What follows belongs to an exercise in optimizing a design on an open flow for small area, a short achievable clock period and few clock cycles per item; a production flow would make more cautious choices. Function was checked by simulation only, so behaviour that the tests miss may differ from the original.

// mandel_iter_pipe
module mandel_iter_pipe #(
    parameter int WIDTH  = 16,
    parameter int FRAC   = 13,
    parameter int ITER_W = 8,
    parameter int STAGES = 4
) (
    input  logic              Clk,
    input  logic              Reset,
    input  logic              in_valid,
    output logic              in_ready,
    input  logic [WIDTH-1:0]  in_x,
    input  logic [WIDTH-1:0]  in_y,
    input  logic [WIDTH-1:0]  in_c1,
    input  logic [WIDTH-1:0]  in_c2,
    input  logic [ITER_W-1:0] in_div,
    input  logic              in_done,
    input  logic [ITER_W-1:0] max_iter,
    output logic              out_valid,
    input  logic              out_ready,
    output logic [WIDTH-1:0]  out_x,
    output logic [WIDTH-1:0]  out_y,
    output logic [WIDTH-1:0]  out_c1,
    output logic [WIDTH-1:0]  out_c2,
    output logic [ITER_W-1:0] out_div,
    output logic              out_done
);
    localparam int PW = 4 * WIDTH + ITER_W + 1;    
    logic          v_q [STAGES+1];
    logic [PW-1:0] b_q [STAGES+1];
    logic          en;
    assign en       = out_ready | ~out_valid;
    assign in_ready = en;
    always_ff @(posedge Clk or posedge Reset) begin
        if (Reset) begin
            v_q[0] <= 1'b0;
        end else if (en) begin
            v_q[0] <= in_valid;
        end
    end
    always_ff @(posedge Clk) begin
        if (en) begin
            b_q[0] <= {in_x, in_y, in_c1, in_c2, in_div, in_done};
        end
    end
    genvar s;
    generate
        for (s = 0; s < STAGES; s++) begin : g_iter
            logic [15:0] nx, ny;
            logic [7:0]  ndiv;
            logic        ndone;
            mandel_step u_step (
                .px(b_q[s][PW-1 -: 16]), .py(b_q[s][PW-17 -: 16]),
  ...
export LEC_CHECK = 0
export CAP_MARGIN = 20
export CORE_MARGIN = 2
export CORE_UTILIZATION = 40
export SLEW_MARGIN = 20
create_clock -name core_clock -period 14.0 [get_ports {Clk}]
standard.sh (not shown) runs the stock make flow with config.mk's settings and CLKGATE_MAP_FILE= SYNTH_SCRIPT=/design/flow/synth_recipe.tcl, a recipe that flattens the netlist after the stock synthesis.
==> flow/flow/run.sh <==
#!/bin/bash
set -euo pipefail
MARGIN=${MARGIN:-6.5}
R=orfs/results/sky130hd/mandel_iter_pipe/base
bash standard.sh SETUP_SLACK_MARGIN=$MARGIN synth > standard_synth.log 2>&1
python3 flow/polarity.py $R/1_2_yosys.v $R/1_2_yosys_pol.v "$FLOW_HOME/platforms/sky130hd/lib/sky130_fd_sc_hd__tt_025C_1v80.lib" > polarity.log 2>&1
mv $R/1_2_yosys_pol.v $R/1_2_yosys.v
rm -f $R/1_synth.odb $R/1_synth.sdc
bash standard.sh SETUP_SLACK_MARGIN=$MARGIN finish > standard_make.log 2>&1
Other scripts of this flow, unchanged in this note and not shown: flow/flow/polarity.py
Testbench counts at the start, summed over its fixed seeds: cycles 3,240, items 3,200.
==> next run, changes <==
--- a/flow/flow/run.sh
+++ b/flow/flow/run.sh
@@ -3 +3 @@
-MARGIN=${MARGIN:-6.5}
+MARGIN=${MARGIN:-7}
Flip-flop and latch count does not change.
Routed wire length is higher by about 0.54%.
Synthesized area does not change.
First-iteration DRC count is lower by 4.3%.
Worst setup slack gets better by 38 ps.
Die area does not change.
Final area grows by 1.9%.
Utilization rose by 0.87 points.

* * *

Another version of the RTL of mandel_iter_pipe (not shown whole).
Size in the first run: roughly 72,000 um2 of cells after synthesis.
==> flow/config.mk <==
export PLATFORM = sky130hd
export DESIGN_NAME = mandel_iter_pipe
export DESIGN_NICKNAME = mandel_iter_pipe
export VERILOG_FILES = /design/flow/design.v
export SDC_FILE = /design/flow/constraint.sdc
export NUM_CORES = 4
export LEC_CHECK = 0
export CAP_MARGIN = 20
export CORE_MARGIN = 2
export CORE_UTILIZATION = 40
export SLEW_MARGIN = 20
==> flow/constraint.sdc <==
create_clock -name core_clock -period 14.0 [get_ports {Clk}]
set_input_delay 2.8000 -clock core_clock [delete_from_list [all_inputs] [get_ports {Clk}]]
set_output_delay 2.8000 -clock core_clock [all_outputs]
set_load 0.01 [all_outputs]
==> flow/flow/run.sh <==
#!/bin/bash
set -euo pipefail
MARGIN=${MARGIN:-6.5}
R=orfs/results/sky130hd/mandel_iter_pipe/base
bash standard.sh SETUP_SLACK_MARGIN=$MARGIN synth > standard_synth.log 2>&1
python3 flow/polarity.py $R/1_2_yosys.v $R/1_2_yosys_pol.v "$FLOW_HOME/platforms/sky130hd/lib/sky130_fd_sc_hd__tt_025C_1v80.lib" > polarity.log 2>&1
mv $R/1_2_yosys_pol.v $R/1_2_yosys.v
rm -f $R/1_synth.odb $R/1_synth.sdc
bash standard.sh SETUP_SLACK_MARGIN=$MARGIN finish > standard_make.log 2>&1
Other scripts of this flow, unchanged in this note and not shown: flow/flow/polarity.py
The starting point finished with timing, DRC and antenna clean.
Testbench counts at the start, summed over its fixed seeds: cycles 3,240, items 3,200.
Next try:
--- a/flow/flow/run.sh
+++ b/flow/flow/run.sh
@@ -3 +3 @@
-MARGIN=${MARGIN:-6.5}
+MARGIN=${MARGIN:-6.25}
After rerunning: The changed run completed with no timing, DRC or antenna violations. Die area does not change. Utilization goes down by 0.76 points. Clock-buffer cell count does not change. First-iteration DRC count stays flat. Via count goes down slightly. Routed wire length goes down slightly. Clock skew is about the same.
Next try:
--- a/flow/flow/run.sh
+++ b/flow/flow/run.sh
@@ -3 +3 @@
-MARGIN=${MARGIN:-6.25}
+MARGIN=${MARGIN:-7}
--- a/flow/config.mk
+++ b/flow/config.mk
@@ -7,0 +8 @@
+export ABC_AREA = 1
The changed run produced a clean layout.
Wire length rose by 29%.
Design area is higher by 12%.
First-iteration DRC count increases by 63%.
Utilization climbs by 2.0 points.
Global-route usage came out higher by 4.5 points.
Hold slack loses 0.0078 ns.
Next try:
--- a/flow/config.mk
+++ b/flow/config.mk
@@ -8 +7,0 @@
-export ABC_AREA = 1
Wire length drops by 17%; core utilization rose by 1.0 points; non-clock buffer count grows by 11; worst setup slack gets worse by 0.28 ns; worst hold slack is about the same; critical path depth came out lower by 10.
Next try:
--- a/flow/flow/run.sh
+++ b/flow/flow/run.sh
@@ -3 +3 @@
-MARGIN=${MARGIN:-7}
+MARGIN=${MARGIN:-6.5}
--- a/flow/config.mk
+++ b/flow/config.mk
@@ -8 +8 @@
-export CAP_MARGIN = 20
+export CAP_MARGIN = 10
@@ -11 +11 @@
-export SLEW_MARGIN = 20
+export SLEW_MARGIN = 10
The changed run produced a clean layout.
Die area stays the same.
Sequential share of layout area increases by 0.65 points.
Non-clock buffer count came out lower by 176.
Synthesized area is unchanged.
Worst hold slack is better by 0.0064 ns.
Next try:
--- a/flow/flow/run.sh
+++ b/flow/flow/run.sh
@@ -3 +3 @@
-MARGIN=${MARGIN:-6.5}
+MARGIN=${MARGIN:-7.5}
--- a/flow/config.mk
+++ b/flow/config.mk
@@ -8 +8,2 @@
-export CAP_MARGIN = 10
+export ABC_AREA = 1
+export CAP_MARGIN = 20
@@ -11 +12 @@
-export SLEW_MARGIN = 10
+export SLEW_MARGIN = 20
Outcome:
- fmax went up by about 6%
- sequential cell count is unchanged
- die area went up by about 7%
- first-iteration DRC count went up by 54%
- wire length went up by about 30%

re-timing with driven ports:
In the flow no input, the clock included, has a driving cell. The finished layouts below were timed again as built, in two steps.
Step 1 assumes that a clkbuf_16 drives the clock port and a buf_2 every other input.
Step 2 times the ports against the registers' clock, not the clock port: input delays grow and output delays shrink by t, the midpoint of the rising clock arrivals with the driver on.
Three values: ideal ports, drivers, drivers and shift; two values: the first two.
run	t, ns	slack for setup (ns)	clock arrival spread, ns	worst data-port slew with drivers (ns)
the first run of note 1	0.772	6.399 / 6.399 / 6.399	0.072 / 0.072	0.08
the second run of note 1	0.774	6.438 / 6.438 / 6.438	0.077 / 0.077	0.07
the first run of note 2	0.750	6.550 / 6.550 / 6.550	0.033 / 0.033	0.08
the second run of note 2	0.743	6.433 / 6.428 / 6.428	0.034 / 0.034	0.08
the third run of note 2	0.768	6.927 / 6.927 / 6.927	0.036 / 0.035	0.14
the fourth run of note 2	0.747	6.649 / 6.649 / 6.649	0.036 / 0.036	0.08
the fifth run of note 2	0.750	6.550 / 6.550 / 6.550	0.033 / 0.033	0.08
the sixth run of note 2	0.776	6.987 / 6.987 / 6.987	0.076 / 0.076	0.07
After both steps every run listed still meets setup and hold. For the second run of note 2, which loses most, drivers alone change the setup slack by -0.005 ns; drivers and shift together by -0.005 ns.
